This is an optimization exercise on Yosys and OpenROAD, whose aim is small area, not a production implementation.
In this exercise RTL edits were held to simulation tests only and were not proved equivalent to the original.
No activity file was given, so power comes from the tool's default toggle rates.

--- design/flow/config.mk ---
export PLATFORM = sky130hd
export DESIGN_NAME = systolic_feeder
export DESIGN_NICKNAME = systolic_feeder
export VERILOG_FILES = /design/flow/design.v
export SDC_FILE = /design/flow/constraint.sdc
export NUM_CORES = 4
export LEC_CHECK = 0
export ABC_AREA = 1
export CAP_MARGIN = 20
export CORE_MARGIN = 2
export CORE_UTILIZATION = 40
export SLEW_MARGIN = 20
--- design/flow/constraint.sdc ---
create_clock -name core_clock -period 7.0 [get_ports {clk}]
set_input_delay 1.4000 -clock core_clock [delete_from_list [all_inputs] [get_ports {clk}]]
set_output_delay 1.4000 -clock core_clock [all_outputs]
set_load 0.01 [all_outputs]
--- design/flow/design.v ---
module systolic_feeder #(
  parameter int NUM_SIZE     = 16,
  parameter int GRID_SIZE    = 2,
  parameter int BUFFER_LEN   = 32,
  parameter int ADDRESS_LEN  = 5,
  parameter int DRAIN_CYCLES = 3,
  localparam int CHAN_W      = (GRID_SIZE > 1) ? $clog2(GRID_SIZE) : 1
) (
  input  logic                          clk,
  input  logic                          rst,
  input  logic                          wr_en,
  input  logic                          wr_sel,
  input  logic [CHAN_W-1:0]             wr_chan,
  input  logic [ADDRESS_LEN-1:0]        wr_addr,
  input  logic [NUM_SIZE-1:0]           wr_data,
  input  logic [ADDRESS_LEN:0]          len,
  input  logic                          start,
  output logic [NUM_SIZE*GRID_SIZE-1:0] north_input,
  output logic [NUM_SIZE*GRID_SIZE-1:0] west_input,
  output logic                          ce,
  output logic                          busy,
  output logic                          done
);
  localparam int LEN_W = ADDRESS_LEN + 1;
  logic             run_r, busy_r, done_r;
  logic             last_r;         
  logic [LEN_W-1:0] a_r;            
  logic [LEN_W-1:0] len_r;
  logic             mem_valid;      
  logic             idle, drain;
  logic [LEN_W-1:0] len_clamped;
  logic             go, go_run, eq_len;
  logic             en0, en1;
  logic             wr_ok;
  assign idle        = !busy_r && !done_r;
  assign drain       = busy_r && !run_r;
  assign len_clamped = len[LEN_W-1] ? LEN_W'(BUFFER_LEN) : len;
  assign go          = idle && start;
  assign go_run      = go && (len_clamped != '0);
  assign eq_len      = (a_r == len_r);
  assign wr_ok       = idle && wr_en;
  assign en0 = (go_run && mem_valid) || (run_r && !last_r && !eq_len);
  assign en1 = run_r && !last_r;
  always_ff @(posedge clk or posedge rst) begin
    if (rst) begin
      run_r     <= 1'b0;
      busy_r    <= 1'b0;
      done_r    <= 1'b0;
      last_r    <= 1'b0;
      a_r       <= '0;
      len_r     <= '0;
      mem_valid <= 1'b0;
    end else begin
      mem_valid <= 1'b1;
      done_r    <= 1'b0;
      if (idle) begin
        if (start) begin
          len_r <= len_clamped;
          if (len_clamped == '0) begin
            done_r <= 1'b1;
          end else begin
            run_r  <= 1'b1;
            busy_r <= 1'b1;
            last_r <= 1'b0;
            a_r    <= LEN_W'(1);
          end
        end
      end else if (run_r) begin
        if (last_r) begin
          run_r <= 1'b0;
          a_r   <= '0;
        end else begin
          last_r <= eq_len;
          a_r    <= a_r + 1'b1;
        end
      end else if (drain) begin
        if (a_r[1]) begin
          busy_r <= 1'b0;
          done_r <= 1'b1;
          a_r    <= '0;
        end else begin
          a_r <= a_r + 1'b1;
        end
      end
    end
  end
  logic [BUFFER_LEN:0]   dec;
  logic [BUFFER_LEN-1:0] sel0, sel1;
  always_comb begin
    for (int e = 0; e <= BUFFER_LEN; e++) dec[e] = (a_r == LEN_W'(e));
  end
  assign sel0 = {BUFFER_LEN{en0}} & dec[BUFFER_LEN-1:0];
  assign sel1 = {BUFFER_LEN{en1}} & dec[BUFFER_LEN:1];
  logic byp_n, byp_w;
  assign byp_n = go_run && wr_en && !wr_sel && (wr_chan == '0) && (wr_addr == '0);
  assign byp_w = go_run && wr_en &&  wr_sel && (wr_chan == '0) && (wr_addr == '0);
  logic [NUM_SIZE*GRID_SIZE-1:0] north_rd, west_rd;
  for (genvar bi = 0; bi < 2; bi++) begin : g_bus
    for (genvar gi = 0; gi < GRID_SIZE; gi++) begin : g_chan
      logic [NUM_SIZE-1:0]   mem [BUFFER_LEN];
      logic [BUFFER_LEN-1:0] we, hold, sel;
      logic                  byp;
      logic [NUM_SIZE-1:0]   rd;
      always_comb begin
        for (int e = 0; e < BUFFER_LEN; e++)
          we[e] = wr_ok && (wr_sel == bi[0]) && (wr_chan == CHAN_W'(gi)) &&
                  (wr_addr == ADDRESS_LEN'(e));
      end
      assign hold = ~we & {BUFFER_LEN{mem_valid}};
      always_ff @(posedge clk) begin
        for (int e = 0; e < BUFFER_LEN; e++)
          mem[e] <= ({NUM_SIZE{we[e]}} & wr_data) | ({NUM_SIZE{hold[e]}} & mem[e]);
      end
      assign byp = (gi == 0) ? ((bi == 0) ? byp_n : byp_w) : 1'b0;
      assign sel = ((gi == 0) ? sel0 : sel1) & ~{{(BUFFER_LEN-1){1'b0}}, byp};
      always_comb begin
        rd = {NUM_SIZE{byp}} & wr_data;
        for (int e = 0; e < BUFFER_LEN; e++)
          rd = rd | ({NUM_SIZE{sel[e]}} & mem[e]);
      end
      if (bi == 0) begin : g_n
        assign north_rd[gi*NUM_SIZE +: NUM_SIZE] = rd;
      end else begin : g_w
        assign west_rd[gi*NUM_SIZE +: NUM_SIZE] = rd;
      end
    end
  end
  logic [NUM_SIZE*GRID_SIZE-1:0] north_reg, west_reg;
  always_ff @(posedge clk or posedge rst) begin
    if (rst) begin
      north_reg <= '0;
      west_reg  <= '0;
    end else begin
      north_reg <= north_rd;
      west_reg  <= west_rd;
    end
  end
  assign north_input = north_reg;
  assign west_input  = west_reg;
  assign ce          = busy_r;
  assign busy        = busy_r;
  assign done        = done_r;
endmodule
--- design/flow/run.sh ---
#!/bin/bash
# synth_recipe.tcl (not shown) runs the flow's synth.tcl, then flattens the netlist and writes it again
# the make line also repeats each setting of config.mk as NAME=value (left out here)
make -C /OpenROAD-flow-scripts/flow DESIGN_CONFIG=/design/flow/config.mk WORK_HOME=/design/flow/orfs CLKGATE_MAP_FILE= SYNTH_SCRIPT=/design/flow/synth_recipe.tcl finish
==> summary.txt, run 1 <==
- PD cells: about 300 nW/um^2
- Setup Viol. Count Final: 0
- Worst VDD drop: 0.000379 V
- Routed WL: 334 mm
- Setup TNS: 0 ps
- Cell Chain, Critical Path: clkdlybuf4s50_1 > clkinv_1 > nand4_1 > nor2_1 > nand3_1 > inv_1 > nand2_1 > o211ai_1 > nor2_1 > nand3_1
- RSZ-0062 raised after global routing: no
- First-pass GRT wire length: 485 mm
- Post-CTS setup buffer count: 0
- Worst slew margin: ~22%
- Critical path startpoint category: primary input
- Final net count: roughly 10000
- Gpl congestion: between 0.9 and 1
- # hold bufs at CTS: 0
- Post-detailed-route count of antenna-violating nets: 0
- All-Layer GR Usage: 30.3%
- Largest net degree at the start of global routing: 210
- Worst skew pair latency: 890 ps
- Post-layout minimum cycle time: between 4000 and 5000 ps
- Final clock skew: 41.4 ps
- Area contributors post-synth: dfxtp_1 (49%), nand3_1 (13%), o22ai_1 (8.9%)
- Core footprint: 207000 um^2
- Worst-Margin Slew: 1160 ps
- Seq/Total Area, Yosys: a little over 50%
- Fraction of layout cells with a size suffix above 1: 6.50%
- Fill cells: 20301
- Syn Inst Count: 10575
- Post-DP HPWL: 198 mm
- Initial antenna violation count: 20
- Total die area: 212000 um^2
- Slowest library cell on the worst path: clkdlybuf4s50_1
- Clock slew seen by the registers of the worst setup and hold paths: 60 ps
- Port Buffers: 99
- CP Data Arrival Time: roughly 5400 ps
- Period utilisation layout: 67.2%
- Hold crit path type: reg2reg
- Overflow after GRT: 0
- FMAX: 213 MHz
- Max Root-Sink Buffers: 3
- Drt first-iter violations: 11088
- DIE HEIGHT: 460 um
- Post-synth top area share: between 40 and 50%
- CTS tree: done
- Largest area contributor in the netlist: dfxtp_1
- Synthesis Warnings: 5
- Max reg flops: 2048
- Clock Sinks: between 2000 and 2500
- Vias in the first global route: 72125
- CP endpoint kind: register
- Avg Inst Size Synth: 7.87 um^2
- DRC violations left: 0
- Initial core utilization: between 40 and 50%
- CP Max Fanout: 17
- Mapped Area: 83200 um^2
- Post-CTS Resized: 0
- Total power: 0.0280 W
- Max cap viols: 0
- I/O pin count: 100
- Final Hold Viols: 0
- Worst path required time: 7740 ps
- Synth-to-Final Area Change: 11.9%
- Post-synth EDFFs: 0
- Async S/R FF share, synth: under 10%
- Top FF cell, synth: dfxtp_1
- Num CTS Buffers: 218
- Category of the most critical setup path: in2reg
- Static leakage: 33.9 nW
- CP max stage delay: 900 ps
- Vias per cell: just over 6
- Status: complete, no violations
- Post-synthesis register bit count: 2129
- DRT Pass-1 Iters: 7
- Row cnt: 167
- CTS root buf: clkbuf_16
- DR WL/cell: 25.7 um
- Post-synth cell types: 36
- Vias: 79600
- Die width: roughly 460 um
- H-tree lvl count: 4
- Top-count cell post-synth: nand3_1
- Fin. max-slew vios: 0
- Commonest cells post-synth: nand3_1 (2201), dfxtp_1 (2048), o21ai_0 (1270)
==> per-stage QoR <==
stage                     instance area [um^2]  utilization [%]  hold WS, ps  std cells  worst slack (ps)
after global routing                     93100             45.0          486      12996              2260
final                                    93100             45.0          468      13003              2290
after detailed placement                 85700             41.4          456      12585              1510
after global placement                   85600             41.4          453      12582              1600
after CTS                                93100             45.0          467      12993              2420
after floorplan                          83200                -          443      10575              3520
==> worst paths after layout <==
kind,start,to,slack [ps],depth (start not counted)
worst max-delay path,wr_addr[4],west_reg[14],2290,10
worst min-delay path,g_bus[1].g_chan[1].mem[5][14],g_bus[1].g_chan[1].mem[5][14],470,2
worst max register to register,busy_r,west_reg[14],2590,9
worst min register to register,g_bus[1].g_chan[1].mem[5][14],g_bus[1].g_chan[1].mem[5][14],470,2
max in group asynchronous,rst,north_reg[16],4590,3
min in group asynchronous,rst,busy_r,960,2
==> worst max-delay path, delay by kind of cell <==
family / cells / cell delay [ps]
compound gates: 1 / 110
buf+inv: 3 / 2190
simple gates: 6 / 1700
==> per-layer routing <==
metal  vias up  track usage [%]  routed length, um
li1      35774                -                  -
met1     38108             40.2             133000
met2      4722             46.2             144000
met3       992             6.09              36300
met4         4             16.6              21000
met5         -                0                 29
==> placed cells by master, fill, tap and decap left out, types with 9 or more instances in the layout <==
cell / count
o2111ai_1: 15
diode_2: 9
nor2_1: 493
a221oi_1: 18
inv_6: 16
bufinv_16: 15
o211ai_1: 35
o21ai_0: 1270
a21oi_1: 84
nor2_2: 9
buf_4: 202
nor4_1: 14
dfxtp_1: 2048
nand4_1: 81
inv_1: 891
nor3_1: 14
clkbuf_1: 49
o22ai_1: 1188
clkdlybuf4s50_1: 99
a211oi_1: 35
nand2_1: 981
clkinv_2: 53
dfrtp_1: 80
nand2_2: 23
clkbuf_8: 47
nor2_4: 28
clkbuf_16: 222
buf_12: 11
nand3_1: 2201
==> cells by family after synthesis <==
| group | Yosys count | synth area share, % |
|---|---|---|
| adder cells (fa/ha/maj) | 4 | 0.0601 |
| other | 1 | 0.00451 |
| AO/OA/AOI/OAI | 2657 | 18.2 |
| flip-flops | 2129 | 51.7 |
| AND/OR/NAND/NOR | 3857 | 21.1 |
| buffers and inverters | 1927 | 8.98 |
==> power breakdown <==
part	switching, W	total [W]	internal, W	leakage (nW)
Combinational	0.00319	0.00376	0.000578	12.6
Clock	0.00509	0.0120	0.00688	3.66
Sequential	0.0000791	0.0123	0.0122	17.6
==> final cells by class <==
| cell class | instances | area, um^2 | share of cell area (%) |
|---|---|---|---|
| diodes | 9 | 22.5 | 0.0242 |
| well taps | 2704 | 3380 | 3.63 |
| repair buffers | 316 | 2790 | 2.99 |
| clock inverters | 90 | 976 | 1.05 |
| inverters | 918 | 3520 | 3.78 |
| flip-flops and latches | 2129 | 43000 | 46.2 |
| multi-input cells | 6519 | 33000 | 35.5 |
| clock buffers | 318 | 6390 | 6.86 |
==> run 2: changes to the inputs <==
--- a/design/flow/design.v
+++ b/design/flow/design.v
@@ -100,2 +100,3 @@
       logic [NUM_SIZE-1:0]   mem [BUFFER_LEN];
+      logic [NUM_SIZE-1:0]   mem_d [BUFFER_LEN];
       logic [BUFFER_LEN-1:0] we, hold, sel;
@@ -109,5 +110,9 @@
       assign hold = ~we & {BUFFER_LEN{mem_valid}};
+      for (genvar e = 0; e < BUFFER_LEN; e++) begin : g_ent
+        for (genvar b = 0; b < NUM_SIZE; b++) begin : g_bit
+          sf_wbit u_w (.we(we[e]), .hold(hold[e]), .wd(wr_data[b]), .q(mem[e][b]), .d(mem_d[e][b]));
+        end
+      end
       always_ff @(posedge clk) begin
-        for (int e = 0; e < BUFFER_LEN; e++)
-          mem[e] <= ({NUM_SIZE{we[e]}} & wr_data) | ({NUM_SIZE{hold[e]}} & mem[e]);
+        for (int e = 0; e < BUFFER_LEN; e++) mem[e] <= mem_d[e];
       end
@@ -115,6 +120,15 @@
       assign sel = ((gi == 0) ? sel0 : sel1) & ~{{(BUFFER_LEN-1){1'b0}}, byp};
-      always_comb begin
-        rd = {NUM_SIZE{byp}} & wr_data;
-        for (int e = 0; e < BUFFER_LEN; e++)
-          rd = rd | ({NUM_SIZE{sel[e]}} & mem[e]);
+      for (genvar b = 0; b < NUM_SIZE; b++) begin : g_rbit
+        logic [32:0] s, d;
+        logic [10:0] y_n;
+        assign s = {byp, sel};
+        for (genvar e = 0; e < BUFFER_LEN; e++) begin : g_d
+          assign d[e] = mem[e][b];
+        end
+        assign d[32] = wr_data[b];
+        for (genvar k = 0; k < 11; k++) begin : g_aoi
+          sf_aoi222 u_a (.s0(s[3*k]), .d0(d[3*k]), .s1(s[3*k+1]), .d1(d[3*k+1]),
+                         .s2(s[3*k+2]), .d2(d[3*k+2]), .y_n(y_n[k]));
+        end
+        sf_nand11 u_n (.a(y_n), .y(rd[b]));
       end
@@ -143 +157,22 @@
 endmodule
+module sf_wbit (
+  input  logic we,
+  input  logic hold,
+  input  logic wd,
+  input  logic q,
+  output logic d
+);
+  assign d = (we & wd) | (hold & q);
+endmodule
+module sf_aoi222 (
+  input  logic s0, d0, s1, d1, s2, d2,
+  output logic y_n
+);
+  assign y_n = ~((s0 & d0) | (s1 & d1) | (s2 & d2));
+endmodule
+module sf_nand11 (
+  input  logic [10:0] a,
+  output logic        y
+);
+  assign y = ~(&a);
+endmodule
--- a/design/flow/config.mk
+++ b/design/flow/config.mk
@@ -7,6 +7,8 @@
 export LEC_CHECK = 0
-export ABC_AREA = 1
 export CAP_MARGIN = 20
 export CORE_MARGIN = 2
-export CORE_UTILIZATION = 40
+export CORE_UTILIZATION = 60
+export CTS_BUF_LIST = sky130_fd_sc_hd__clkbuf_4 sky130_fd_sc_hd__clkbuf_8
+export CTS_CLUSTER_SIZE = 20
 export SLEW_MARGIN = 20
+export SYNTH_HIERARCHICAL = 1
==> run 2 against run 1 <==
  * Still clean on timing, DRC and antenna
  * Hold slack better by 1.1 ps
  * Power down 11%
  * Flip-flop and latch count is the same
  * Wire length is 18% lower
  * Fmax rose by 3.2%
  * Register-to-register slack got worse by 150 ps
  * Worst setup slack better by 140 ps
  * Critical endpoint is now north_reg[13]
==> summary.txt, run 2 <==
- Largest net degree at the start of global routing: 91 (-57%)
- Post-synth cell types: 51 (+42%)
- Post-DP HPWL: 161 mm (-18%)
- Final net count: 6412 (-37%)
- Max Root-Sink Buffers: 4 (+1)
- Post-CTS setup buffer count: 0 (unchanged)
- CTS root buf: clkbuf_8
- CP Data Arrival Time: 5450 ps (about the same)
- CTS tree: done
- Syn Inst Count: 5665 (-46%)
- First-pass GRT wire length: 400 mm (-18%)
- Placed cell area: 77500 um^2 (-9.5%)
- Post-Place Worst Slack: 1590 ps (+81.5 ps)
- Drt first-iter violations: 11932 (+7.6%)
- Fin. max-slew vios: 0 (unchanged)
- Clock slew seen by the registers of the worst setup and hold paths: 70 ps (about the same)
- DR WL/cell: 33.4 um (+30%)
- # hold bufs at CTS: 0 (unchanged)
- Row cnt: 127 (-24%)
- Post-layout minimum cycle time: 4560 ps (-144 ps)
- Worst VDD drop: 0.000221 V (-42%)
- Status: complete, no violations
- Worst path required time: 7890 ps (+150 ps)
- Routed WL: 275 mm (-18%)
- Initial core utilization: 60.3% (+20 points)
- Period utilisation layout: 65.2% (-2.1 points)
- Final Hold Viols: 0 (unchanged)
- Category of the most critical setup path: reg2reg
- Max reg flops: 2048 (unchanged)
- All-Layer GR Usage: 43.1% (+13 points)
- Core Util, Final: 70.7% (+26 points)
- Die width: 351 um (-24%)
- Hold crit path type: reg2reg
- Final instance area: 84600 um^2 (-9.1%)
- CP endpoint kind: register
- H-tree lvl count: 5 (+1)
- Seq/Total Area, Yosys: 59.6% (+7.9 points)
- Area contributors post-synth: dfxtp_1 (57%), a22o_1 (25%), a222oi_1 (9.8%)
- RSZ-0062 raised after global routing: no
- Post-synth EDFFs: 0 (unchanged)
- Largest area contributor in the netlist: dfxtp_1
- Max cap viols: 0 (unchanged)
- Setup TNS: 0 ps (unchanged)
- Async S/R FF share, synth: 3.80% (unchanged)
- DRT Pass-1 Iters: 13 (+6)
- Initial antenna violation count: 13 (-35%)
- Static leakage: 32.5 nW (-4.2%)
- Vias per cell: 7.65 (+25%)
- Top FF cell, synth: dfxtp_1
- FMAX: 219 MHz (+3.2%)
- Worst slew margin: 16.3% (-5.9 points)
- Synthesis Warnings: 19 (+14)
- Overflow after GRT: 0 (unchanged)
- Port Buffers: 99 (unchanged)
- Final setup margin: 2440 ps (+144 ps)
- Vias in the first global route: 59466 (-18%)
- Post-synth top area share: 56.8% (+7.6 points)
- DIE HEIGHT: 351 um (-24%)
- Setup Viol. Count Final: 0 (unchanged)
- Clock Sinks: 2129 (unchanged)
- Mapped Area: 72100 um^2 (-13%)
- Post-detailed-route count of antenna-violating nets: 0 (unchanged)
- Final clock skew: 31.5 ps (-9.96 ps)
- PD cells: 296 nW/um^2 (-1.7%)
- Gpl congestion: 0.928 (+1.3%)
- I/O pin count: 100 (unchanged)
- Worst skew pair latency: 1030 ps (+140 ps)
- Total die area: 123000 um^2 (-42%)
- Fraction of layout cells with a size suffix above 1: 15.4% (+8.9 points)
- Post-synthesis register bit count: 2129 (unchanged)
- Num CTS Buffers: 343 (+57%)
- Worst-Margin Slew: 1250 ps (+90.6 ps)
- Synth-to-Final Area Change: 17.3%
- Post-CTS Resized: 0 (unchanged)
- Critical path startpoint category: register
- Commonest non-fill, non-tap cells in the layout: a22o_1 (2048), dfxtp_1 (2048), a222oi_1 (704)
- CP Max Fanout: 27 (+10)
- Core footprint: 120000 um^2 (-42%)
- Commonest cells post-synth: a22o_1 (2048), dfxtp_1 (2048), a222oi_1 (704)
- Vias: 62984 (-21%)
- DRC violations left: 0 (unchanged)
- Avg Inst Size Synth: 12.7 um^2 (+62%)
## run 2: cell count changes after synthesis, moves of 98 or more
cell	change
a222oi_1	+704
a22o_1	+2048
buf_1	-98
buf_2	-171
clkbuf_1	-694
inv_1	-898
nand2_1	-945
nand3_1	-2133
nor2_1	-263
o21ai_0	-1264
o22ai_1	-1186
## run 2: worst max-delay path: stages (launching register included)
cell and delay, ps:
dfrtp_1 850, inv_4 550, a211oi_2 100, a211oi_4 550, buf_4 550, nor3_2 290
buf_4 340, a222oi_1 360, nand4_1 340, or3_1 470
## run 2: logic make-up (layout without fill, tap and decap cells)
logic type / Yosys count / in the layout / synth area share [%]
flops: 2129 / 2129 / 59.6
simple gates: 669 / 669 / 4.74
buf+inv: 56 / 973 / 0.356
other cells: 2 / 42 / 0.0104
compound gates: 2796 / 2796 / 35.1
xor+xnor: 7 / 7 / 0.0850
fa+ha+maj: 4 / 4 / 0.0694
mux: 2 / 2 / 0.0295
## run 2: layout make-up
type | count | area (um^2)
Fill cell | 8689 | 35000
Sequential cell | 2129 | 43000
Tap cell | 1612 | 2020
Clock buffer | 541 | 6770
Clock inverter | 42 | 263
Antenna cell | 9 | 22.5
Multi-Input combinational cell | 3511 | 29400
Inverter | 10 | 42.5
Timing Repair Buffer | 380 | 3150
## run 2: power by group
part | total, W | switching [W] | internal (W)
combinational | 0.00170 | 0.00137 | 0.000333
clock | 0.0111 | 0.00488 | 0.00617
sequential | 0.0123 | 0.0000871 | 0.0122
## run 2: metal layers
| layer | vias up | share of wire [%] | global-route usage, % |
|---|---|---|---|
| met5 | - | 0.033 | 0 |
| met4 | 16 | 7.0 | 27.7 |
| met3 | 1023 | 13 | 11.1 |
| met2 | 4887 | 42 | 61.5 |
| met1 | 30882 | 38 | 58.1 |
| li1 | 26176 | - | - |
## run 2: path summary, 6_finish.rpt
| check | start | end | slack (ps) | cells past startpoint |
|---|---|---|---|---|
| setup / recovery | mem_valid | north_reg[13] | 2440 | 9 |
| max in group asynchronous | rst | len_r[5] | 4770 | 3 |
| hold reg to reg | g_bus[0].g_chan[1].mem[16][11] | g_bus[0].g_chan[1].mem[16][11] | 470 | 1 |
| setup reg to reg | mem_valid | north_reg[13] | 2440 | 9 |
| min in group asynchronous | rst | north_reg[19] | 830 | 2 |
| hold / removal | g_bus[0].g_chan[1].mem[16][11] | g_bus[0].g_chan[1].mem[16][11] | 470 | 1 |
## run 2: through the flow
step / total power [W] / instances / hold WS (ps)
2_1_floorplan: 0.0132 / 5696 / 438
3_3_place_gp: 0.0142 / 7640 / 450
3_5_place_dp: 0.0142 / 7640 / 451
4_1_cts: 0.0250 / 8223 / 471
5_1_grt: 0.0256 / 8228 / 479
6_report: 0.0251 / 8234 / 469
## run 2: Yosys stat by module, one instance, submodules excluded
module / cells inside / flip-flops and latches / copies in the design / cell area [um^2]
sf_aoi222: 1 / 0 / 704 / 10.0
sf_nand11: 4 / 0 / 64 / 23.8
sf_wbit: 1 / 0 / 2048 / 8.76
systolic_feeder: 2657 / 2129 / 1 / 45600
==> run 3: changes to the inputs <==
--- a/design/flow/config.mk
+++ b/design/flow/config.mk
@@ -9,5 +9,3 @@
 export CORE_MARGIN = 2
-export CORE_UTILIZATION = 60
-export CTS_BUF_LIST = sky130_fd_sc_hd__clkbuf_4 sky130_fd_sc_hd__clkbuf_8
-export CTS_CLUSTER_SIZE = 20
+export CORE_UTILIZATION = 40
 export SLEW_MARGIN = 20
==> run 3 against run 2 <==
  * Flip-flop and latch count did not move
  * Count of clock-buffer cells in the layout shrank 233
  * Non-clock buffer count increased by 4
  * Critical path type is now in2reg
  * Critical endpoint is now west_reg[4]
==> summary.txt, run 3 <==
- Setup TNS: 0 ps (unchanged)
- Post-DP HPWL: 175 mm (+8.7%)
- Critical path startpoint category: primary input
- Post-layout minimum cycle time: 4730 ps (+164 ps)
- Psw: 0.00649 W (+2.4%)
- CTS tree: done
- Clock Sinks: 2129 (unchanged)
- First-pass GRT wire length: 409 mm (+2.3%)
- Commonest cells post-synth: a22o_1 (2048), dfxtp_1 (2048), a222oi_1 (704)
- Clock share of power: 45.9% (+1.8 points)
- Total die area: 184000 um^2 (+49%)
- Reg power frac: 47.4% (-1.7 points)
- Fin. max-slew vios: 0 (unchanged)
- Worst path required time: 7750 ps (-140 ps)
- RSZ-0062 raised after global routing: no
- Initial core utilization: 40.3% (-20 points)
- # hold bufs at CTS: 0 (unchanged)
- Final clock skew: 36.9 ps (+5.45 ps)
- Status: complete, no violations
- Vias: 61401 (-2.5%)
- Logic gate share of total power: 6.7% (about the same)
- DR WL/cell: 32.3 um (-3.4%)
- Static leakage: 32.3 nW (-0.44%)
- CP Data Arrival Time: 5470 ps (+20 ps)
- Vias per cell: 6.99 (-8.6%)
- Mapped Area: 72100 um^2 (unchanged)
- Hold Startpoint: g_bus[0].g_chan[1].mem[31][11]
- Commonest non-fill, non-tap cells in the layout: a22o_1 (2048), dfxtp_1 (2048), a222oi_1 (704)
- Post-CTS Resized: 0 (unchanged)
- Max Root-Sink Buffers: 3 (-1)
- Sw frac: 25.0% (-0.29 points)
- Final net count: 6287 (-1.9%)
- Post-synthesis register bit count: 2129 (unchanged)
- Largest net degree at the start of global routing: 86 (-5.5%)
- Post-synth top area share: 56.8% (unchanged)
- Syn Inst Count: 5665 (unchanged)
- Post-CTS setup buffer count: 0 (unchanged)
- Worst slew margin: 22.1% (+5.8 points)
- Largest area contributor in the netlist: dfxtp_1
- Hold crit path type: reg2reg
- Initial antenna violation count: 12 (-1)
- Final Hold Viols: 0 (unchanged)
- Period utilisation layout: 67.5% (+2.3 points)
- Clock slew seen by the registers of the worst setup and hold paths: 60 ps (about the same)
- H-tree lvl count: 4 (-1)
- Die width: 429 um (+22%)
- I/O pin count: 100 (unchanged)
- Core footprint: 179000 um^2 (+49%)
- Num CTS Buffers: 214 (-38%)
- Post-synth cell types: 51 (unchanged)
- Max cap viols: 0 (unchanged)
- DRT Pass-1 Iters: 11 (-2)
- FMAX: 212 MHz (-3.5%)
- Row cnt: 155 (+22%)
- Synthesis Warnings: 19 (unchanged)
- Worst VDD drop: 0.000221 V (+0.31%)
- DIE HEIGHT: 429 um (+22%)
- DRC violations left: 0 (unchanged)
- Category of the most critical setup path: in2reg
- CP startpoint: len[5]
- Max reg flops: 2048 (unchanged)
- Vias in the first global route: 57668 (-3.0%)
- Total power: 0.0260 W (+3.6%)
- CP endpoint kind: register
- Routed WL: 283 mm (+3.0%)
- CTS root buf: clkbuf_16
- Post-detailed-route count of antenna-violating nets: 0 (unchanged)
- Area contributors post-synth: dfxtp_1 (57%), a22o_1 (25%), a222oi_1 (9.8%)
- Worst-Margin Slew: 1170 ps (-85.9 ps)
- Port Buffers: 99 (unchanged)
- Synth-to-Final Area Change: 19.1%
- Fraction of layout cells with a size suffix above 1: 12.3% (-3.1 points)
- Async S/R FF share, synth: 3.80% (unchanged)
- Int Pwr: 0.0195 W (+4.0%)
- Worst skew pair latency: 880 ps (-150 ps)
- CP Max Fanout: 25 (-7.4%)
- All-Layer GR Usage: 29.3% (-14 points)
- Seq/Total Area, Yosys: 59.6% (unchanged)
- Overflow after GRT: 0 (unchanged)
- Top FF cell, synth: dfxtp_1
- Gpl congestion: 0.960 (+3.4%)
- PD cells: 302 nW/um^2 (+2.0%)
- Avg Inst Size Synth: 12.7 um^2 (unchanged)
- Post-synth EDFFs: 0 (unchanged)
- Drt first-iter violations: 11422 (-4.3%)
- Setup Viol. Count Final: 0 (unchanged)
- Critical R2R Launch: mem_valid
[run 3: cell counts after synthesis]
No cell type changed its count.
[run 3: final timing paths]
check	slack, ps	end	cells past startpoint
min in group asynchronous	910	west_reg[26]	2
max in group asynchronous	4670	west_reg[11]	3
worst max register to register	2450	west_reg[4]	10
worst min-delay path	470	g_bus[0].g_chan[1].mem[31][11]	1
worst max-delay path	2270	west_reg[4]	10
worst min register to register	470	g_bus[0].g_chan[1].mem[31][11]	1
[run 3: cells by family (layout without fill, tap and decap cells)]
family | Yosys count | count (layout) | synth area share [%]
compound gates | 2796 | 2796 | 35.1
xor+xnor | 7 | 7 | 0.0850
fa+ha+maj | 4 | 4 | 0.0694
buf+inv | 56 | 784 | 0.356
flops | 2129 | 2129 | 59.6
mux | 2 | 2 | 0.0295
other cells | 2 | 36 | 0.0104
simple gates | 669 | 669 | 4.74
[run 3: critical path, cell delays in order]
cell	delay [ps]
clkdlybuf4s50_1	510
nor4_4	410
a211oi_2	160
a211oi_4	670
buf_12	270
nor3_2	110
buf_4	280
a222oi_1	600
nand4_1	520
or3_1	500
[run 3: final cells by class]
| type | count | area, um^2 |
|---|---|---|
| Inverter | 10 | 45.0 |
| Sequential cell | 2129 | 43000 |
| Tap cell | 2355 | 2950 |
| Multi-Input combinational cell | 3511 | 29400 |
| Timing Repair Buffer | 384 | 3210 |
| Fill cell | 15704 | 92900 |
| Clock inverter | 82 | 1050 |
| Antenna cell | 3 | 7.51 |
| Clock buffer | 308 | 6270 |
[run 3: through the flow]
step	std cells	hold slack [ps]	utilization, %	instance area [um^2]	setup slack [ps]
final	8782	467	48.0	85900	2270
after global routing	8780	477	48.0	85900	2260
after CTS	8776	471	48.0	85800	2340
after detailed placement	8386	451	43.9	78500	1430
after global placement	8382	451	43.9	78400	1430
after floorplan	5696	438	-	72300	2390
[run 3: metal layers]
layer | vias to the layer above | wire (um) | track usage, %
met1 | 30639 | 115000 | 40.1
met2 | 4147 | 123000 | 44.1
met4 | 2 | 14300 | 13.6
met3 | 699 | 30800 | 6.31
met5 | - | 8 | 0
li1 | 25914 | - | -
[run 3: power by group through the flow]
| stage | logic [W] | registers, W | clock network (W) |
|---|---|---|---|
| floorplan | 0.000685 | 0.0125 | 0 |
| global placement | 0.00165 | 0.0126 | 0 |
| detailed placement | 0.00168 | 0.0126 | 0 |
| CTS | 0.00168 | 0.0123 | 0.0120 |
| global route | 0.00178 | 0.0123 | 0.0125 |
| finish | 0.00174 | 0.0123 | 0.0119 |
[run 3: modules after synthesis, one instance, submodules excluded]
module / cell area (um^2) / flip-flops and latches / copies in the design
sf_aoi222: 10.0 / 0 / 704
sf_nand11: 23.8 / 0 / 64
sf_wbit: 8.76 / 0 / 2048
systolic_feeder: 45600 / 2129 / 1
==> run 4: changes to the inputs <==
--- a/design/flow/design.v
+++ b/design/flow/design.v
@@ -128,5 +128,11 @@
         assign d[32] = wr_data[b];
-        for (genvar k = 0; k < 11; k++) begin : g_aoi
+        for (genvar k = 0; k < 10; k++) begin : g_aoi
           sf_aoi222 u_a (.s0(s[3*k]), .d0(d[3*k]), .s1(s[3*k+1]), .d1(d[3*k+1]),
                          .s2(s[3*k+2]), .d2(d[3*k+2]), .y_n(y_n[k]));
+        end
+        if (gi == 0) begin : g_last3
+          sf_aoi222 u_a (.s0(s[30]), .d0(d[30]), .s1(s[31]), .d1(d[31]),
+                         .s2(s[32]), .d2(d[32]), .y_n(y_n[10]));
+        end else begin : g_last2
+          sf_aoi22 u_a (.s0(s[30]), .d0(d[30]), .s1(s[31]), .d1(d[31]), .y_n(y_n[10]));
         end
@@ -172,2 +178,8 @@
 endmodule
+module sf_aoi22 (
+  input  logic s0, d0, s1, d1,
+  output logic y_n
+);
+  assign y_n = ~((s0 & d0) | (s1 & d1));
+endmodule
 module sf_nand11 (
==> design/flow/flow/run.sh (new file) <==
#!/bin/bash
set -o pipefail
export CTS_ARGS="-sink_clustering_enable -repair_clock_nets -dont_use_dummy_load"
bash standard.sh > standard_flow.log 2>&1
==> design/flow/standard.sh (new file) <==
#!/bin/bash
# synth_recipe.tcl (not shown) runs the flow's synth.tcl, then flattens the netlist and writes it again
# the make line also repeats each setting of config.mk as NAME=value (left out here)
make -C /OpenROAD-flow-scripts/flow DESIGN_CONFIG=/design/flow/config.mk WORK_HOME=/design/flow/orfs CLKGATE_MAP_FILE= SYNTH_SCRIPT=/design/flow/synth_recipe.tcl "${@:-finish}"
removed: design/flow/run.sh
==> run 4 against run 3 <==
  * Still clean on timing, DRC and antenna
  * Worst setup slack worse by 300 ps
  * Combinational power down 3%
  * Non-clock buffer count up 7
  * Hold slack worse by 0.64 ps
  * Design area down 2.3%
  * Global-route usage up 0.55 points
  * Critical path type unchanged
  * Largest cell class unchanged
  * Largest power group unchanged
==> summary.txt, run 4 <==
- Worst VDD drop: 0.000237 V (+7.2%)
- RSZ-0062 raised after global routing: no
- Core Util, Final: 46.9% (-1.2 points)
- Clock Sinks: 2129 (unchanged)
- Worst slew margin: 20.8% (-1.3 points)
- Post-layout minimum cycle time: 5030 ps (+303 ps)
- Initial core utilization: 40.3% (about the same)
- Max Root-Sink Buffers: 3 (unchanged)
- Sw frac: 25.0% (about the same)
- Category of the most critical setup path: in2reg
- Register area: 43000 um^2 (unchanged)
- CTS root buf: clkbuf_16
- CP endpoint kind: register
- Num CTS Buffers: 211 (-1.4%)
- CP startpoint: wr_addr[2]
- Worst r2r dst: west_reg[0]
- Routed WL: 288 mm (+1.8%)
- Finished Layout Cells: 8582 (-2.3%)
- Row cnt: 155 (unchanged)
- Final instance area: 83900 um^2 (-2.3%)
- Critical R2R Launch: a_r[1]
- Top FF cell, synth: dfxtp_1
- DRT Pass-1 Iters: 8 (-3)
- Synth-to-Final Area Change: 16.2%
- Status: complete, no violations
- Setup Viol. Count Final: 0 (unchanged)
- Overflow after GRT: 0 (unchanged)
- I/O pin count: 100 (unchanged)
- Static leakage: 31.3 nW (-3.0%)
- Post-synth top area share: 56.8% (-0.060 points)
- Final net count: 6259 (-0.45%)
- Reg power frac: 52.1% (+4.7 points)
- DIE HEIGHT: 429 um (about the same)
- Final clock skew: 75.8 ps (+38.9 ps)
- Commonest non-fill, non-tap cells in the layout: a22o_1 (2048), dfxtp_1 (2048), a222oi_1 (672)
- FMAX: 199 MHz (-6.0%)
- Critical path startpoint category: primary input
- Worst-Margin Slew: 1190 ps (+19.9 ps)
- Core footprint: 179000 um^2 (+0.11%)
- Drt first-iter violations: 10933 (-4.3%)
- Hold Startpoint: g_bus[1].g_chan[1].mem[4][5]
- Area contributors post-synth: dfxtp_1 (57%), a22o_1 (25%), a222oi_1 (9.3%)
- Clock slew seen by the registers of the worst setup and hold paths: 50 ps (about the same)
- Worst R2R Path Depth: 9 (-1)
- Async S/R FF share, synth: 3.80% (unchanged)
- Hold Path Sink: g_bus[1].g_chan[1].mem[4][5]
- H-tree lvl count: 4 (unchanged)
- Area occupied by multi-input gates: 29400 um^2 (about the same)
- Placed Cells: 8360 (-0.31%)
- Mapped Area: 72200 um^2 (+0.11%)
- Seq/Total Area, Yosys: 59.6% (-0.063 points)
- Vias in the first global route: 56563 (-1.9%)
- Post-synth cell types: 52 (+2.0%)
- CTS tree: done
- DR WL/cell: 33.6 um (+4.1%)
- Final Hold Viols: 0 (unchanged)
- Hold crit path type: reg2reg
- Period utilisation layout: 71.8% (+4.3 points)
- Synthesis Warnings: 19 (unchanged)
- Die width: 429 um (about the same)
- Placed cell area: 78500 um^2 (about the same)
- Syn Inst Count: 5664 (-0.018%)
- Avg Inst Size Synth: 12.8 um^2 (+0.12%)
- Psw: 0.00593 W (-8.7%)
- Int Pwr: 0.0178 W (-8.8%)
- Largest net degree at the start of global routing: 90 (+4.7%)
- Worst reg-to-reg setup slack: 2590 ps (+140 ps)
- Logic gate share of total power: 7.1% (+0.4 points)
- Post-synthesis register bit count: 2129 (unchanged)
- Worst path required time: 7670 ps (-80 ps)
- DRC violations left: 0 (unchanged)
- Fin. max-slew vios: 0 (unchanged)
- Vias per cell: 7.10 (+1.5%)
- Post-DP HPWL: 182 mm (+3.5%)
- Largest area contributor in the netlist: dfxtp_1
- Post-synth EDFFs: 0 (unchanged)
- CP Data Arrival Time: 5700 ps (+230 ps)
- Commonest cells post-synth: a22o_1 (2048), dfxtp_1 (2048), a222oi_1 (672)
- Initial antenna violation count: 17 (+5)
- # hold bufs at CTS: 0 (unchanged)
- Fraction of layout cells with a size suffix above 1: 11.2% (-1.1 points)
- Post-detailed-route count of antenna-violating nets: 0 (unchanged)
- All-Layer GR Usage: 29.9% (+0.55 points)
- Total die area: 184000 um^2 (+0.11%)
- Worst skew pair latency: 850 ps (-30 ps)
- Clock share of power: 40.9% (-5.0 points)
- Post-CTS Resized: 0 (unchanged)
- Setup TNS: 0 ps (unchanged)
- First-pass GRT wire length: 414 mm (+1.3%)
- PD cells: 282 nW/um^2 (-6.6%)
- Gpl congestion: 0.946 (-1.5%)
- Max cap viols: 0 (unchanged)
- Post-CTS setup buffer count: 0 (unchanged)
- Hold path depth: 1 (unchanged)
- Vias: 60896 (-0.82%)
- CP Max Fanout: 17 (-32%)
- Fill cells: 15866 (+1.0%)
- Port Buffers: 99 (unchanged)
- Max reg flops: 2048 (unchanged)
==> run 4: layer usage <==
metal,global-route usage [%],wire [um]
met5,0,82
met4,13.7,14300
met3,6.27,31500
met2,43.0,122000
met1,42.6,121000
==> run 4: worst max path at each step <==
stage                    end  depth (start not counted)
2_1_floorplan  north_reg[16]                          8
3_3_place_gp     west_reg[9]                         10
3_5_place_dp     west_reg[9]                         10
4_1_cts          west_reg[9]                         10
5_1_grt          west_reg[9]                         10
6_report         west_reg[9]                         10
==> run 4: cell type report <==
cell class	instances	share of cell area [%]
multi-input combinational	3479	35.0
antenna	7	0.0209
sequential	2129	51.3
tap	2355	3.51
clock buffer	211	6.29
timing repair buffer	391	3.91
inverter	10	0.0537
==> run 4: cell families (layout without fill, tap and decap cells) <==
| kind of cell | count (synthesis) | count (layout) | share of synthesized area (%) |
|---|---|---|---|
| flops | 2129 | 2129 | 59.6 |
| xor+xnor | 7 | 7 | 0.0849 |
| simple gates | 669 | 669 | 4.73 |
| buf+inv | 56 | 612 | 0.355 |
| other cells | 1 | 8 | 0.00519 |
| mux | 2 | 2 | 0.0295 |
| fa+ha+maj | 4 | 4 | 0.0693 |
| compound gates | 2796 | 2796 | 35.1 |
==> run 4: modules after synthesis, one instance, submodules excluded <==
module	cells	flip-flops and latches	times used
sf_wbit	1	0	2048
sf_aoi22	1	0	32
sf_aoi222	1	0	672
sf_nand11	4	0	64
systolic_feeder	2656	2129	1
==> run 4: power by group through the flow <==
stage,Combinational [W],Sequential (W),Clock [W]
2_1_floorplan,0.000666,0.0125,0
5_1_grt,0.00170,0.0123,0.0102
4_1_cts,0.00161,0.0123,0.00977
3_3_place_gp,0.00158,0.0126,0
3_5_place_dp,0.00161,0.0126,0
6_report,0.00168,0.0123,0.00968
==> run 4: through the flow <==
step	hold slack [ps]	setup WS [ps]	total power [W]
6_report	466	1970	0.0237
5_1_grt	476	2020	0.0243
4_1_cts	470	2170	0.0237
3_5_place_dp	451	1330	0.0142
3_3_place_gp	451	1390	0.0142
2_1_floorplan	438	1510	0.0132
==> run 4: critical path: stages <==
cell and delay, ps:
clkdlybuf4s50_1 520, nor3_1 960, nand2_1 490, nor3_2 280
buf_4 300, nor4_2 60, buf_4 240, a222oi_1 370
nand4_1 510, or3_1 540
==> run 5: changes to the inputs <==
==> design/flow/run.sh (new file) <==
#!/bin/bash
# synth_recipe.tcl (not shown) runs the flow's synth.tcl, then flattens the netlist and writes it again
# the make line also repeats each setting of config.mk as NAME=value (left out here)
make -C /OpenROAD-flow-scripts/flow DESIGN_CONFIG=/design/flow/config.mk WORK_HOME=/design/flow/orfs CLKGATE_MAP_FILE= SYNTH_SCRIPT=/design/flow/synth_recipe.tcl finish
--- a/design/flow/config.mk
+++ b/design/flow/config.mk
@@ -9,3 +9,6 @@
 export CORE_MARGIN = 2
-export CORE_UTILIZATION = 40
+export CORE_UTILIZATION = 60
+export CTS_BUF_LIST = sky130_fd_sc_hd__clkbuf_16
+export CTS_CLUSTER_DIAMETER = 70
+export CTS_CLUSTER_SIZE = 24
 export SLEW_MARGIN = 20
removed: design/flow/flow/run.sh
removed: design/flow/standard.sh
==> run 5 against run 4 <==
  * Still clean
  * Synthesized cell count is the same
  * Fmax grew 1.8%
  * Flip-flop and latch count is the same
  * Register-to-register slack gained 80 ps
  * Largest power group unchanged
  * Cell count shrank 9.4%
  * Critical path depth is the same
  * Highest routed layer unchanged
  * Sequential power is essentially flat
  * Design area shrank 3.6%
  * Global-route usage grew 11 points
  * Hold slack gained 7.3 ps
  * Via count shrank 0.80%
==> summary.txt, run 5 <==
- Max Root-Sink Buffers: 3 (unchanged)
- Met2 WL post-DR: 109 mm (-11%)
- Post-layout minimum cycle time: 4940 ps (-88.7 ps)
- # hold bufs at CTS: 0 (unchanged)
- CTS tree: done
- Initial antenna violation count: 14 (-3)
- Post-synth EDFFs: 0 (unchanged)
- Async S/R FF share, synth: 3.80% (unchanged)
- Max cap viols: 0 (unchanged)
- DR WL/cell: 33.3 um (-0.97%)
- Post-synthesis register bit count: 2129 (unchanged)
- Gpl congestion: 0.926 (-2.1%)
- Avg Inst Size Synth: 12.8 um^2 (unchanged)
- Worst path required time: 7660 ps (about the same)
- Total die area: 123000 um^2 (-33%)
- Area contributors post-synth: dfxtp_1 (57%), a22o_1 (25%), a222oi_1 (9.3%)
- Category of the most critical setup path: in2reg
- Vias per cell: 7.77 (+9.4%)
- Worst-Margin Slew: 1190 ps (+4.41 ps)
- Worst VDD drop: 0.000248 V (+4.6%)
- Worst R2R Path Depth: 10 (+1)
- Final Hold Viols: 0 (unchanged)
- Top FF cell, synth: dfxtp_1
- Clock share of power: 34.8% (-6.1 points)
- Post-detailed-route count of antenna-violating nets: 0 (unchanged)
- Worst slew margin: 20.5% (-0.29 points)
- PD cells: 263 nW/um^2 (-6.8%)
- CTS root buf: clkbuf_16
- Fraction of layout cells with a size suffix above 1: 10.3% (-0.90 points)
- Synth-to-Final Area Change: 12.1%
- Mapped Area: 72200 um^2 (unchanged)
- Post-synth cell types: 52 (unchanged)
- Hold crit path type: reg2reg
- Final net count: 6133 (-2.0%)
- Critical path startpoint category: primary input
- Syn Inst Count: 5664 (unchanged)
- Port Buffers: 99 (unchanged)
- Psw: 0.00556 W (-6.2%)
- Vias in the first global route: 55229 (-2.4%)
- Largest area contributor in the netlist: dfxtp_1
- RSZ-0062 raised after global routing: no
- Post-CTS setup buffer count: 0 (unchanged)
- Core Util, Final: 67.7% (+21 points)
- Commonest non-fill, non-tap cells in the layout: a22o_1 (2048), dfxtp_1 (2048), a222oi_1 (672)
- Setup Viol. Count Final: 0 (unchanged)
- Hold Path Sink: g_bus[0].g_chan[1].mem[4][10]
- Int Pwr: 0.0157 W (-11%)
- DR top layer: met5
- Sw frac: 26.1% (+1.1 points)
- Row cnt: 127 (-18%)
- CP max stage delay: 640 ps (-320 ps)
- Initial core utilization: 60.4% (+20 points)
- Hold path depth: 1 (unchanged)
- DIE HEIGHT: 351 um (-18%)
- Most Frequent Cell on Critical Path: buf_4
- Cell Chain, Critical Path: clkdlybuf4s50_1 > nor4_4 > a211oi_2 > a211oi_4 > buf_4 > nor4_2 > buf_4 > a222oi_1 > nand4_1 > or3_1
- Total power: 0.0213 W (-10%)
- Largest net degree at the start of global routing: 89 (-1.1%)
- Clock Sinks: 2129 (unchanged)
- H-tree lvl count: 3 (-1)
- Final instance area: 81000 um^2 (-3.6%)
- Overflow after GRT: 0 (unchanged)
- CP Max Fanout: 26 (+9)
- Core footprint: 120000 um^2 (-33%)
- Slowest library cell on the worst path: buf_4
- DRT Pass-1 Iters: 9 (+1)
- Final clock skew: 23.7 ps (-52.1 ps)
- Setup TNS: 0 ps (unchanged)
- Routed WL: 259 mm (-10%)
- FMAX: 202 MHz (+1.8%)
- Critical R2R Launch: mem_valid
- CP Data Arrival Time: 5600 ps (-100 ps)
- Worst r2r dst: west_reg[9]
- Metal-1 WL: 105 mm (-13%)
- Worst reg-to-reg setup slack: 2670 ps (+80 ps)
- Synthesis Warnings: 19 (unchanged)
- Drt first-iter violations: 12324 (+13%)
- I/O pin count: 100 (unchanged)
- Fin. max-slew vios: 0 (unchanged)
- Hold Startpoint: g_bus[0].g_chan[1].mem[4][10]
- Vias: 60411 (-0.80%)
- Commonest cells post-synth: a22o_1 (2048), dfxtp_1 (2048), a222oi_1 (672)
- Max reg flops: 2048 (unchanged)
- Status: complete, no violations
- Placed cell area: 77400 um^2 (-1.5%)
- Worst skew pair latency: 780 ps (-70 ps)
- Seq/Total Area, Yosys: 59.6% (unchanged)
- CP endpoint kind: register
- Period utilisation layout: 70.6% (-1.3 points)
- DRC violations left: 0 (unchanged)
- Post-synth top area share: 56.8% (unchanged)
- All-Layer GR Usage: 40.4% (+11 points)
- Num CTS Buffers: 112 (-47%)
- Post-DP HPWL: 157 mm (-14%)
- Post-CTS Resized: 0 (unchanged)
- First-pass GRT wire length: 378 mm (-8.9%)
- Reg power frac: 57.6% (+5.5 points)
- Die width: 351 um (-18%)
- Logic gate share of total power: 7.5% (+0.4 points)
- Met3 WL: 34.8 mm (+10%)
- Static leakage: 30.3 nW (-3.2%)
- Clock slew seen by the registers of the worst setup and hold paths: 100 ps (+50 ps)
==> run 5: per-module statistics from Yosys, one instance, submodules excluded <==
module / copies in the design / area, um^2 / flops+latches / cells
sf_aoi22: 32 / 12.5 / 0 / 1
sf_aoi222: 672 / 10.0 / 0 / 1
sf_nand11: 64 / 23.8 / 0 / 4
sf_wbit: 2048 / 8.76 / 0 / 1
systolic_feeder: 1 / 45600 / 2129 / 2656
==> run 5: critical path: cells and delay by family <==
kind,cells,cell delay [ps]
buffers and inverters,3,1430
and+or+nand+nor,4,1670
AOI/OAI and AO/OA,3,1080
==> run 5: power groups by stage <==
stage                     Sequential (W)  Combinational, W  Clock (W)
after global routing              0.0123           0.00164    0.00786
after detailed placement          0.0125           0.00152          0
after floorplan                   0.0125          0.000666          0
after CTS                         0.0123           0.00152    0.00742
after global placement            0.0125           0.00149          0
final                             0.0123           0.00160    0.00741
==> run 5: kinds of logic after synthesis <==
| family | Yosys count | share of synthesized area, % |
|---|---|---|
| mux | 2 | 0.0295 |
| flops | 2129 | 59.6 |
| fa+ha+maj | 4 | 0.0693 |
| buf+inv | 56 | 0.355 |
| simple gates | 669 | 4.73 |
| xor+xnor | 7 | 0.0849 |
| other cells | 1 | 0.00519 |
| compound gates | 2796 | 35.1 |
==> run 5: area by class of cell <==
| class | count | area [um^2] |
|---|---|---|
| sequential | 2129 | 43000 |
| fill | 8968 | 38700 |
| multi-input combinational | 3479 | 29400 |
| timing repair buffer | 364 | 3010 |
| clock buffer | 114 | 2850 |
| tap | 1612 | 2020 |
| clock inverter | 66 | 638 |
| inverter | 10 | 45.0 |
| antenna | 5 | 12.5 |
==> run 5: worst max path at each step <==
stage | from | endpoint | slack [ps]
after floorplan | a_r[1] | north_reg[16] | 1510
after global placement | len[5] | west_reg[15] | 1520
after detailed placement | len[5] | west_reg[12] | 1500
after CTS | len[5] | west_reg[12] | 2300
after global routing | len[5] | west_reg[7] | 1970
final | len[5] | west_reg[9] | 2060
==> run 5: through the flow <==
step / cells / hold WS (ps) / setup WS [ps]
4_1_cts: 7770 / 478 / 2300
3_5_place_dp: 7590 / 451 / 1500
5_1_grt: 7774 / 484 / 1970
6_report: 7779 / 473 / 2060
2_1_floorplan: 5664 / 438 / 1510
3_3_place_gp: 7586 / 450 / 1520
==> run 5: routing by layer <==
metal | vias to the layer above | global-route usage (%)
li1 | 25450 | -
met1 | 30008 | 59.1
met2 | 4412 | 57.6
met3 | 539 | 10.6
met4 | 2 | 13.9
met5 | - | 0
==> run 6: changes to the inputs <==
==> design/flow/flow/run.sh (new file) <==
#!/bin/bash
set -o pipefail
export CTS_ARGS="-sink_clustering_enable -repair_clock_nets -dont_use_dummy_load -buf_list sky130_fd_sc_hd__clkbuf_16 -sink_clustering_size 24 -sink_clustering_max_diameter 70"
export BUFFER_PORTS_ARGS="-buffer_cell sky130_fd_sc_hd__buf_1"
bash standard.sh > standard_flow.log 2>&1
==> design/flow/standard.sh (new file) <==
#!/bin/bash
# synth_recipe.tcl (not shown) runs the flow's synth.tcl, then flattens the netlist and writes it again
# the make line also repeats each setting of config.mk as NAME=value (left out here)
make -C /OpenROAD-flow-scripts/flow DESIGN_CONFIG=/design/flow/config.mk WORK_HOME=/design/flow/orfs CLKGATE_MAP_FILE= SYNTH_SCRIPT=/design/flow/synth_recipe.tcl "${@:-finish}"
removed: design/flow/run.sh
==> run 6 against run 5 <==
  * First-iteration DRC count shrank 5.0%
  * Clock power shrank 9.2%
  * Critical path depth shrank 1
  * Synthesized cell count is the same
  * Sequential share of layout area grew 0.70 points
  * Largest power group unchanged
  * Highest routed layer unchanged
==> summary.txt, run 6 <==
- Post-synth EDFFs: 0 (unchanged)
- Vias: 60520 (+0.18%)
- Worst VDD drop: 0.000241 V (-2.9%)
- Most Frequent Cell on Critical Path: buf_4
- Post-synthesis register bit count: 2129 (unchanged)
- Post-Place Worst Slack: 1960 ps (+464 ps)
- Largest net degree at the start of global routing: 104 (+17%)
- Worst path bufs/invs: 3 (unchanged)
- Die width: 351 um (unchanged)
- Post-CTS setup buffer count: 0 (unchanged)
- Core footprint: 120000 um^2 (unchanged)
- Core Util, Final: 66.8% (-0.88 points)
- Critical path startpoint category: register
- Synthesis Warnings: 19 (unchanged)
- CP Max Fanout: 76 (+190%)
- PD cells: 258 nW/um^2 (-1.9%)
- Final net count: 6152 (+0.31%)
- Fraction of layout cells with a size suffix above 1: 9.77% (-0.56 points)
- Seq/Total Area, Yosys: 59.6% (unchanged)
- DR WL/cell: 33.6 um (+0.86%)
- GR Util met1: 59.1% (about the same)
- Avg Inst Size Synth: 12.8 um^2 (unchanged)
- Initial core utilization: 60.4% (unchanged)
- Post-synth top area share: 56.8% (unchanged)
- Critical path's top delay family: buffers and inverters
- Fin. max-slew vios: 0 (unchanged)
- Final Hold Viols: 0 (unchanged)
- Commonest cells post-synth: a22o_1 (2048), dfxtp_1 (2048), a222oi_1 (672)
- Post-layout minimum cycle time: 4970 ps (+27.5 ps)
- Hold crit path type: reg2reg
- CP max stage delay: 1000 ps (+360 ps)
- Area contributors post-synth: dfxtp_1 (57%), a22o_1 (25%), a222oi_1 (9.3%)
- DRC violations left: 0 (unchanged)
- Gpl congestion: 0.911 (-1.6%)
- Initial antenna violation count: 23 (+9)
- Worst path required time: 7610 ps (-50 ps)
- Overflow after GRT: 0 (unchanged)
- Async S/R FF share, synth: 3.80% (unchanged)
- Post-DP HPWL: 162 mm (+3.1%)
- DRT Pass-1 Iters: 8 (-1)
- All-Layer GR Usage: 40.3% (-0.069 points)
- Commonest non-fill, non-tap cells in the layout: a22o_1 (2048), dfxtp_1 (2048), a222oi_1 (672)
- Placed Cells: 7610 (+0.26%)
- Fill cells: 9041 (+0.81%)
- Grt met3 use: 9.91% (-0.70 points)
- Post-CTS Resized: 0 (unchanged)
- Largest area contributor in the netlist: dfxtp_1
- H-tree lvl count: 3 (unchanged)
- Num CTS Buffers: 114 (+1.8%)
- Max Root-Sink Buffers: 3 (unchanged)
- # hold bufs at CTS: 0 (unchanged)
- Top FF cell, synth: dfxtp_1
- I/O pin count: 100 (unchanged)
- Vias in the first global route: 55437 (+0.38%)
- Setup TNS: 0 ps (unchanged)
- CP Data Arrival Time: 5580 ps (-20 ps)
- Slowest library cell on the worst path: inv_6
- Post-synth cell types: 52 (unchanged)
- First-pass GRT wire length: 378 mm (about the same)
- Met2 Resource Use GR: 57.7% (+0.068 points)
- Worst-Margin Slew: 1160 ps (-32.4 ps)
- Syn Inst Count: 5664 (unchanged)
- Worst skew pair latency: 750 ps (-30 ps)
- CTS root buf: clkbuf_16
- FMAX: 201 MHz (-0.55%)
- Vias per cell: 7.83 (+0.82%)
- DIE HEIGHT: 351 um (unchanged)
- Cell Chain, Critical Path: inv_6 > a211oi_2 > a211oi_4 > buf_4 > nor3_2 > buf_4 > a222oi_1 > nand4_1 > or3_1
- Finished Layout Cells: 7730 (-0.63%)
- RSZ-0062 raised after global routing: no
- Worst slew margin: 22.3% (+1.9 points)
- Final clock skew: 53.1 ps (+29.4 ps)
- Drt first-iter violations: 11710 (-5.0%)
- Max reg flops: 2048 (unchanged)
- Mapped Area: 72200 um^2 (unchanged)
- Row cnt: 127 (unchanged)
- Final setup margin: 2030 ps (-27.5 ps)
- Routed WL: 259 mm (+0.22%)
- Status: complete, no violations
- Synth-to-Final Area Change: 10.7%
- Clock Sinks: 2129 (unchanged)
- Max cap viols: 0 (unchanged)
- Busiest grt layer: met1
- Setup Viol. Count Final: 0 (unchanged)
- Category of the most critical setup path: reg2reg
- Static leakage: 29.9 nW (-1.5%)
- Period utilisation layout: 71.0% (+0.39 points)
- CP endpoint kind: register
- CTS tree: done
- Total die area: 123000 um^2 (unchanged)
- Port Buffers: 99 (unchanged)
- Post-detailed-route count of antenna-violating nets: 0 (unchanged)
- Clock slew seen by the registers of the worst setup and hold paths: 90 ps (about the same)
## run 6: logic make-up (layout without fill, tap and decap cells)
| family | after synthesis | count (layout) | synth area share, % |
|---|---|---|---|
| DFF | 2129 | 2129 | 59.6 |
| and+or+nand+nor | 669 | 669 | 4.73 |
| xor gates and xnor gates | 7 | 7 | 0.0849 |
| buffers and inverters | 56 | 505 | 0.355 |
| adders and majority gates | 4 | 4 | 0.0693 |
| AOI/OAI and AO/OA | 2796 | 2796 | 35.1 |
| other | 1 | 6 | 0.00519 |
| muxes | 2 | 2 | 0.0295 |
## run 6: per-layer routing
metal / up-vias / wire (um)
met2: 4277 / 109000
met4: 18 / 10200
met3: 557 / 34200
met5: - / 106
met1: 30253 / 105000
li1: 25415 / -
## run 6: cell type report
| class | count | area (um^2) | area share (%) |
|---|---|---|---|
| Inverter | 10 | 45.0 | 0.0564 |
| Timing Repair Buffer | 381 | 2610 | 3.26 |
| Antenna cell | 5 | 12.5 | 0.0157 |
| Clock buffer | 114 | 2850 | 3.57 |
| Multi-Input combinational cell | 3479 | 29300 | 36.7 |
| Tap cell | 1612 | 2020 | 2.52 |
| Sequential cell | 2129 | 43000 | 53.8 |
## run 6: per-stage QoR
step,area (um^2),power (W),hold slack [ps]
2_1_floorplan,72200,0.0132,438
3_3_place_gp,76800,0.0141,450
3_5_place_dp,77000,0.0141,451
4_1_cts,79800,0.0205,472
5_1_grt,79900,0.0211,482
6_report,79900,0.0206,473
## run 6: worst paths after layout
check	start	slack [ps]	depth (start not counted)	to
setup / recovery	mem_valid	2030	9	west_reg[8]
hold / removal	g_bus[0].g_chan[1].mem[12][10]	470	1	g_bus[0].g_chan[1].mem[12][10]
setup reg to reg	mem_valid	2030	9	west_reg[8]
hold reg to reg	g_bus[0].g_chan[1].mem[12][10]	470	1	g_bus[0].g_chan[1].mem[12][10]
max in group asynchronous	rst	5050	3	west_reg[8]
min in group asynchronous	rst	660	2	west_reg[19]
## run 6: where the power goes
part | total [W] | switching, W | internal [W]
Clock | 0.00673 | 0.00384 | 0.00288
Combinational | 0.00161 | 0.00130 | 0.000311
Sequential | 0.0123 | 0.0000810 | 0.0122
Total | 0.0206 | 0.00522 | 0.0154
## run 6: per-module statistics from Yosys, one instance, submodules excluded
module,cell area [um^2],cells,flip-flops and latches
sf_wbit,8.76,1,0
sf_nand11,23.8,4,0
sf_aoi22,12.5,1,0
sf_aoi222,10.0,1,0
systolic_feeder,45600,2656,2129
## run 6: worst register-to-register path, stage by stage (launching register included)
cell and delay, ps:
dfrtp_1 750, inv_6 1000, a211oi_2 120, a211oi_4 300, buf_4 390, nor3_2 60, buf_4 300, a222oi_1 920
nand4_1 490, or3_1 490
==> run 7: changes to the inputs <==
==> design/flow/flow/run.sh (replaced) <==
#!/bin/bash
set -o pipefail
export CTS_ARGS="-sink_clustering_enable -repair_clock_nets -dont_use_dummy_load -buf_list sky130_fd_sc_hd__clkbuf_16 -sink_clustering_size 26 -sink_clustering_max_diameter 75"
export BUFFER_PORTS_ARGS="-buffer_cell sky130_fd_sc_hd__buf_1"
bash standard.sh > standard_flow.log 2>&1
==> design/flow/config.mk (replaced) <==
export PLATFORM = sky130hd
export DESIGN_NAME = systolic_feeder
export DESIGN_NICKNAME = systolic_feeder
export VERILOG_FILES = /design/flow/design.v
export SDC_FILE = /design/flow/constraint.sdc
export NUM_CORES = 4
export LEC_CHECK = 0
export CAP_MARGIN = 5
export CORE_MARGIN = 2
export CORE_UTILIZATION = 60
export SLEW_MARGIN = 5
export SYNTH_HIERARCHICAL = 1
==> run 7 against run 6 <==
  * Core utilization down 0.46 points
  * Clock power decreased by 6.2%
  * Global-route usage is essentially flat
  * Wire length is 0.20% lower
  * Register-to-register slack worse by 30 ps
  * Power is 2.0% lower
  * Combinational power about the same
  * Largest power group unchanged
  * Non-clock buffer count shrank 6
  * Synthesized cell count unchanged
  * Sequential power is essentially flat
  * Hold slack improved by 0.59 ps
==> summary.txt, run 7 <==
- Final instance area: 79400 um^2 (-0.69%)
- Clock share of power: 31.3% (-1.3 points)
- Top FF cell, synth: dfxtp_1
- Mapped Area: 72200 um^2 (unchanged)
- Vias in the first global route: 54970 (-0.84%)
- Row cnt: 127 (unchanged)
- Total die area: 123000 um^2 (unchanged)
- Core Util, Final: 66.3% (-0.46 points)
- Cell Chain, Critical Path: inv_6 > a211oi_2 > a211oi_4 > buf_4 > buf_4 > nor3_2 > buf_4 > a222oi_1 > nand4_1 > or3_1
- Synth-to-Final Area Change: 9.89%
- # hold bufs at CTS: 0 (unchanged)
- Placed cell area: 76800 um^2 (-0.20%)
- Final Hold Viols: 0 (unchanged)
- Max reg flops: 2048 (unchanged)
- FMAX: 200 MHz (-0.51%)
- Busiest grt layer: met1
- Clock slew seen by the registers of the worst setup and hold paths: 100 ps (about the same)
- Logic gate share of total power: 7.9% (about the same)
- CTS root buf: clkbuf_16
- Synthesis Warnings: 19 (unchanged)
- Initial antenna violation count: 20 (-13%)
- I/O pin count: 100 (unchanged)
- Initial core utilization: 60.4% (unchanged)
- Worst path required time: 7610 ps (about the same)
- Area contributors post-synth: dfxtp_1 (57%), a22o_1 (25%), a222oi_1 (9.3%)
- Reg power frac: 60.8% (+1.3 points)
- Post-synth cell types: 52 (unchanged)
- Overflow after GRT: 0 (unchanged)
- Final net count: 6132 (-0.33%)
- Psw: 0.00514 W (-1.6%)
- Post-CTS setup buffer count: 0 (unchanged)
- Slowest library cell on the worst path: inv_6
- Category of the most critical setup path: reg2reg
- Fraction of layout cells with a size suffix above 1: 8.58% (-1.2 points)
- Num CTS Buffers: 100 (-12%)
- Met2 Resource Use GR: 57.1% (-0.60 points)
- Worst r2r dst: west_reg[12]
- Setup Viol. Count Final: 0 (unchanged)
- H-tree lvl count: 3 (unchanged)
- Clock Sinks: 2129 (unchanged)
- Worst R2R Path Depth: 10 (+1)
- Critical R2R Launch: mem_valid
- Async S/R FF share, synth: 3.80% (unchanged)
- Most Frequent Cell on Critical Path: buf_4
- Final clock skew: 48.6 ps (-4.53 ps)
- Worst slew margin: 8.20% (-14 points)
- Largest net degree at the start of global routing: 104 (unchanged)
- Commonest non-fill, non-tap cells in the layout: a22o_1 (2048), dfxtp_1 (2048), a222oi_1 (672)
- CP Data Arrival Time: 5600 ps (+20 ps)
- Sw frac: 25.4% (+0.11 points)
- Post-detailed-route count of antenna-violating nets: 0 (unchanged)
- Grt met3 use: 10.8% (+0.92 points)
- Drt first-iter violations: 11492 (-1.9%)
- Vias: 60108 (-0.68%)
- Static leakage: 29.7 nW (-0.73%)
- Gpl congestion: 0.911 (unchanged)
- Seq/Total Area, Yosys: 59.6% (unchanged)
- Vias per cell: 7.80 (-0.41%)
- Fin. max-slew vios: 0 (unchanged)
- Worst skew pair latency: 740 ps (about the same)
- Hold Path Sink: g_bus[1].g_chan[1].mem[16][9]
- Post-CTS Resized: 0 (unchanged)
- Syn Inst Count: 5664 (unchanged)
- All-Layer GR Usage: 40.3% (about the same)
- Hold crit path type: reg2reg
- Port Buffers: 99 (unchanged)
- Post-synthesis register bit count: 2129 (unchanged)
- Period utilisation layout: 71.3% (+0.37 points)
- Max cap viols: 0 (unchanged)
- GR Util met1: 58.9% (-0.23 points)
- Post-layout minimum cycle time: 4990 ps (+25.7 ps)
- DRT Pass-1 Iters: 10 (+2)
- Worst VDD drop: 0.000248 V (+2.8%)
- CTS tree: done
- Worst path bufs/invs: 4 (+1)
- Status: complete, no violations
- Critical path startpoint category: register
- WHS: 473 ps (+0.589 ps)
- Post-DP HPWL: 161 mm (-0.26%)
- Post-synth top area share: 56.8% (unchanged)
- DRC violations left: 0 (unchanged)
- First-pass GRT wire length: 377 mm (-0.22%)
- CP endpoint kind: register
- Routed WL: 259 mm (-0.20%)
- Die width: 351 um (unchanged)
- Worst reg-to-reg setup slack: 2010 ps (-30 ps)
- DIE HEIGHT: 351 um (unchanged)
- PD cells: 254 nW/um^2 (-1.4%)
- Commonest cells post-synth: a22o_1 (2048), dfxtp_1 (2048), a222oi_1 (672)
- Hold Startpoint: g_bus[1].g_chan[1].mem[16][9]
- Critical path's top delay family: buffers and inverters
- Post-synth EDFFs: 0 (unchanged)
- Int Pwr: 0.0150 W (-2.2%)
- Hold path depth: 1 (unchanged)
- Avg Inst Size Synth: 12.8 um^2 (unchanged)
- Setup TNS: 0 ps (unchanged)
- DR WL/cell: 33.6 um (about the same)
- Largest area contributor in the netlist: dfxtp_1
- CP max stage delay: 910 ps (-90 ps)
- Core footprint: 120000 um^2 (unchanged)
- Worst-Margin Slew: 1370 ps (+211 ps)
- CP Max Fanout: 76 (unchanged)
- RSZ-0062 raised after global routing: no
- Max Root-Sink Buffers: 3 (unchanged)
==> run 7: per-layer routing <==
layer,share of wire (%),routed length (um)
met1,41,105000
met2,42,109000
met3,13,34200
met4,4.0,10300
met5,0.032,82
==> run 7: metrics by stage <==
step,worst slack [ps],cells,total power (W)
2_1_floorplan,1510,5664,0.0132
6_report,2010,7709,0.0202
4_1_cts,2330,7702,0.0201
3_3_place_gp,2030,7602,0.0141
3_5_place_dp,1950,7602,0.0141
5_1_grt,2060,7705,0.0207
==> run 7: power by group through the flow <==
stage	combinational (W)	sequential (W)	clock, W
after CTS	0.00152	0.0123	0.00633
after global placement	0.00151	0.0125	0
after global routing	0.00164	0.0123	0.00675
after detailed placement	0.00152	0.0125	0
final	0.00160	0.0123	0.00631
after floorplan	0.000666	0.0125	0
==> run 7: cell families after synthesis <==
| kind of cell | Yosys count | synth area share, % |
|---|---|---|
| AOI/OAI and AO/OA | 2796 | 35.1 |
| DFF | 2129 | 59.6 |
| and+or+nand+nor | 669 | 4.73 |
| buffers and inverters | 56 | 0.355 |
| xor gates and xnor gates | 7 | 0.0849 |
| adders and majority gates | 4 | 0.0693 |
| muxes | 2 | 0.0295 |
| other | 1 | 0.00519 |
==> run 7: how the worst max path moves through the flow <==
stage,from,to,slack [ps],cells past startpoint
after global placement,len[5],west_reg[12],2030,11
after floorplan,a_r[1],north_reg[16],1510,8
after CTS,mem_valid,west_reg[8],2330,9
final,mem_valid,west_reg[12],2010,10
after detailed placement,len[5],west_reg[10],1950,11
after global routing,mem_valid,west_reg[10],2060,10
==> run 7: Yosys stat by module, one instance, submodules excluded <==
module           flip-flops and latches  cells inside  area [um^2]  copies in the design
sf_aoi22                              0             1         12.5                    32
sf_nand11                             0             4         23.8                    64
systolic_feeder                    2129          2656        45600                     1
sf_wbit                               0             1         8.76                  2048
sf_aoi222                             0             1         10.0                   672
==> run 7: final cells by class <==
class,instances,area [um^2]
Tap cell,1612,2020
Fill cell,9077,40300
Clock buffer,100,2500
Multi-Input combinational cell,3479,29200
Inverter,10,45.0
Sequential cell,2129,43000
Antenna cell,4,10.0
Timing Repair Buffer,375,2540

## port drivers added, routing unchanged
The flow's constraints put no driver on any port. The routed layouts listed below were extracted and timed again, unchanged, in two steps. Step 1, drivers: a clkbuf_16 drives clk and a buf_2 each remaining input, both assumed. Step 2 also shifts input and output timing later by t, the mid clock arrival at the registers, as if the neighbouring blocks saw the same clock. a / b / c = ideal / step 1 / step 2; a / b = the first two.
run	t, ns	setup slack, ns	worst setup path at the end	clock arrival spread, ns	cell pins on the clock port's net
run 1	0.949	2.294 / 2.210 / 1.261	input to register	0.047 / 0.046	1
run 2	1.099	2.438 / 2.438 / 1.412	input to register	0.033 / 0.034	1
run 3	0.938	2.275 / 2.332 / 1.394	input to register	0.047 / 0.047	1
run 4	0.900	1.972 / 2.029 / 1.129	input to register	0.093 / 0.092	1
run 5	0.840	2.060 / 2.108 / 1.268	input to register	0.031 / 0.032	1
run 6	0.807	2.033 / 2.033 / 1.779	input to register	0.059 / 0.058	1
run 7	0.797	2.007 / 2.007 / 1.699	input to register	0.052 / 0.052	1
After both steps setup and hold are still met in every run listed. The setup slack of run 1, which loses most, moves by -0.084 ns with the drivers and by -1.033 ns with both steps.
